Context: an optimization exercise on an open-source flow, tuned for small area, a short achievable clock period and few clock cycles. The choices shown serve that exercise and are no tape-out recipe.
Where RTL was checked, it was by simulation tests only, not by an equivalence proof against the original.
Power and IR drop assume default switching activity.

== before ==
==> module inst_cache, before the edit <==
module inst_cache #(
  parameter int unsigned INC_BITS = 6
) (
  input  logic        clk,
  input  logic        rst,
  input  logic [15:0] instAddr,
  output logic        hit,
  output logic [15:0] instruction,
  output logic        memReq,
  output logic [15:0] memAddr,
  input  logic [15:0] memData,
  input  logic        memReady
);
  logic        act_q;       
  logic [15:0] memAddr_q;
  logic [15:0] same;        
  logic [3:0]  nibNe;       
  logic        notReady;    
  logic        loHit, hiSame;
  ic_xnor16 u_same (.a(memAddr_q), .b(instAddr), .y(same));
  ic_nand4  u_ne0  (.a(same[3:0]),   .y(nibNe[0]));
  ic_nand4  u_ne1  (.a(same[7:4]),   .y(nibNe[1]));
  ic_nand4  u_ne2  (.a(same[11:8]),  .y(nibNe[2]));
  ic_nand4  u_ne3  (.a(same[15:12]), .y(nibNe[3]));
  ic_nand2  u_nrdy (.a(act_q), .b(memReady), .y(notReady));
  ic_nor3   u_lo   (.a(nibNe[0]), .b(nibNe[1]), .c(notReady), .y(loHit));
  ic_nor2   u_hi   (.a(nibNe[2]), .b(nibNe[3]), .y(hiSame));
  ic_and2   u_hit  (.a(loHit), .b(hiSame), .y(hit));
  assign instruction = memData;
  assign memReq      = act_q;
  assign memAddr     = memAddr_q;
  always_ff @(posedge clk or posedge rst) begin
    if (rst) act_q <= 1'b0;
    else     act_q <= 1'b1;
  end
  always_ff @(posedge clk) begin
    memAddr_q <= {instAddr[15:INC_BITS], instAddr[INC_BITS-1:0] + INC_BITS'(hit)};
  end
endmodule
Settings: LEC_CHECK=0, CAP_MARGIN=20, CORE_AREA=3 3 87 87, CTS_BUF_LIST=sky130_fd_sc_hd__clkbuf_4, DIE_AREA=0 0 90 90, SETUP_SLACK_MARGIN=2.3, SLEW_MARGIN=20, SYNTH_HIERARCHICAL=1, SYNTH_MINIMUM_KEEP_SIZE=0; clock period 5.5 ns.
standard.sh (not shown) runs the stock make flow with config.mk's settings and CLKGATE_MAP_FILE= SYNTH_SCRIPT=/design/flow/synth_recipe.tcl, a recipe that flattens the netlist after the stock synthesis.
==> flow/flow/run.sh <==
#!/bin/bash
# Standard ORFS layout, with the port buffers inserted as the smallest plain
# buffer (sky130_fd_sc_hd__buf_1) so the resizer can size them like any other
# buffer.  make's full output goes to flow_make.log; ORFS's per-step logs stay
# under orfs/logs.
set -euo pipefail
bash standard.sh "BUFFER_PORTS_ARGS=-buffer_cell sky130_fd_sc_hd__buf_1" finish > flow_make.log 2>&1
Testbench counts of before, summed over its fixed seeds: cycles 33,817.
diff inputs: before => after
diff --git a/flow/design.v b/flow/design.v
--- a/flow/design.v
+++ b/flow/design.v
@@ -1,4 +1,4 @@
 module inst_cache #(
-  parameter int unsigned INC_BITS = 6
+  parameter int unsigned INC_BITS = 7
 ) (
   input  logic        clk,
Findings:
Between before and after, wire length of the first global-routing pass increased.
On layout-stage area growth over the synthesis result: between before and after, it ends up higher for after.
Compared before against after; clock-buffer cell count within noise.
Going from before to after, arithmetic-cell share of the synthesized area counting full adders, half adders and majority gates held; wire length on met1 went up 30%; total power went up 2.4%; post-route cell area went up 3.9%; number of sinks on the clock net held.
On utilization: between before and after, it ends up higher for after.
Between before and after, setup slack is higher for after, before comes in under that.
Function not checked in after: the RTL went through the layout flow alone.

---

oak:
The RTL this note starts from:
==> flow/design.v <==
module inst_cache #(
  parameter int unsigned INC_BITS = 5
) (
  input  logic        clk,
  input  logic        rst,
  input  logic [15:0] instAddr,
  output logic        hit,
  output logic [15:0] instruction,
  output logic        memReq,
  output logic [15:0] memAddr,
  input  logic [15:0] memData,
  input  logic        memReady
);
  logic [15:0] memAddr_q;
  logic [15:0] same;        
  logic [3:0]  nibNe;       
  logic        notReady;    
  logic        loHit, hiSame;
  ic_xnor16 u_same (.a(memAddr_q), .b(instAddr), .y(same));
  ic_nand4  u_ne0  (.a(same[3:0]),   .y(nibNe[0]));
  ic_nand4  u_ne1  (.a(same[7:4]),   .y(nibNe[1]));
  ic_nand4  u_ne2  (.a(same[11:8]),  .y(nibNe[2]));
  ic_nand4  u_ne3  (.a(same[15:12]), .y(nibNe[3]));
  ic_nrdy   u_nrdy (.rst(rst), .ready(memReady), .y(notReady));
  ic_nor3   u_lo   (.a(nibNe[0]), .b(nibNe[1]), .c(notReady), .y(loHit));
  ic_nor2   u_hi   (.a(nibNe[2]), .b(nibNe[3]), .y(hiSame));
  ic_and2   u_hit  (.a(loHit), .b(hiSame), .y(hit));
  assign instruction = memData;
  assign memReq      = !rst;
  assign memAddr     = memAddr_q;
  always_ff @(posedge clk) begin
    memAddr_q <= {instAddr[15:INC_BITS], instAddr[INC_BITS-1:0] + INC_BITS'(hit)};
  end
endmodule
module ic_xnor16 (
  input  logic [15:0] a,
  input  logic [15:0] b,
  output logic [15:0] y
);
  assign y = ~(a ^ b);
endmodule
module ic_nand4 (
  input  logic [3:0] a,
  output logic       y
);
  assign y = ~&a;
endmodule
module ic_nrdy (
  input  logic rst,
  input  logic ready,
  output logic y
);
  assign y = rst | ~ready;
endmodule
module ic_nor3 (
  input  logic a,
  input  logic b,
  input  logic c,
  output logic y
);
  assign y = ~(a | b | c);
endmodule
module ic_nor2 (
  input  logic a,
  input  logic b,
  output logic y
);
  assign y = ~(a | b);
endmodule
module ic_and2 (
  input  logic a,
  input  logic b,
  output logic y
);
  assign y = a & b;
endmodule
export LEC_CHECK = 0
export CAP_MARGIN = 20
export CORE_AREA = 3 3 87 87
export CTS_BUF_LIST = sky130_fd_sc_hd__clkbuf_4
export DIE_AREA = 0 0 90 90
export SETUP_SLACK_MARGIN = 2.3
export SLEW_MARGIN = 20
export SYNTH_HIERARCHICAL = 1
export SYNTH_MINIMUM_KEEP_SIZE = 0
create_clock -name core_clock -period 5.5 [get_ports {clk}]
Scripts as last shown in full above: flow/flow/run.sh
### oak -> pine
-- flow/design.v --
<<< oak, line 1
module inst_cache #(
  parameter int unsigned INC_BITS = 5
) (
  input  logic        clk,
>>> pine, line 1
module inst_cache #(
  parameter int unsigned INC_BITS = 6
) (
  input  logic        clk,
## What came out
- On number of buffers and inverters on the critical path, oak tracks pine almost exactly.
- instAddr[5] as the start point of the critical path was reported by pine, and instAddr[2] by oak.
- In pine the post-synth net total turned out 2.0% higher than in oak.
- pine: total length of routed met3 wires higher than oak
- Delta (pine minus oak): core utilization shows an increase of 0.47 points; power share of the combinational group went up by 0.9 points; total power fell 0.0057 mW.
- The wire length of pine was superior to that of oak.
- Relative to oak, worst setup slack has gone down in pine.
- Note that the global-route wire length before repair recorded for oak amounts to 1.07 times the value seen in pine.
- Looking at share of total power in the clock network, pine sits 2.4 points below oak.
- The placer's final routability congestion estimate of pine exceeds that of oak by 0.060.
- Between pine and oak, the fraction of final layout cells sized beyond drive strength 1 is higher for pine.
- Post-layout instance area in pine vs oak: up 3.6%
- Between oak and pine, the area overhead of the layout relative to synthesis figures differ only marginally.
Testbench counts of pine, summed over its fixed seeds: cycles 33,817.
The RTL of oak was laid out without a check of its function.

==> what the ideal ports hide <==
The results above use ideal ports. As a check the final layouts listed here were re-extracted and re-timed, cells and wires unchanged.
Step 1 (the two cells are an assumption about what drives the block):
set clk [get_ports {clk}]
set_driving_cell -lib_cell sky130_fd_sc_hd__clkbuf_16 $clk
set_driving_cell -lib_cell sky130_fd_sc_hd__buf_2 [delete_from_list [all_inputs] $clk]
Step 2, shift: input delay + t, output delay - t, t = (earliest + latest rising clock arrival at the registers) / 2. This alone moves slack from input paths to output paths.
a / b / c = ideal / step 1 / step 2; a / b = the first two.
run	t, ns	slack for setup (ns)	clock arrival spread, ns
before	0.307	2.381 / 2.359 / 2.359	0.002 / 0.001
after	0.312	2.394 / 2.361 / 2.361	0.001 / 0.002
oak	0.309	2.410 / 2.388 / 2.388	0.005 / 0.005
pine	0.298	2.388 / 2.362 / 2.362	0.005 / 0.005
After both steps setup and hold are still met in every run listed. The setup slack of after, which loses most, moves by -0.033 ns with the drivers and by -0.033 ns with both steps.
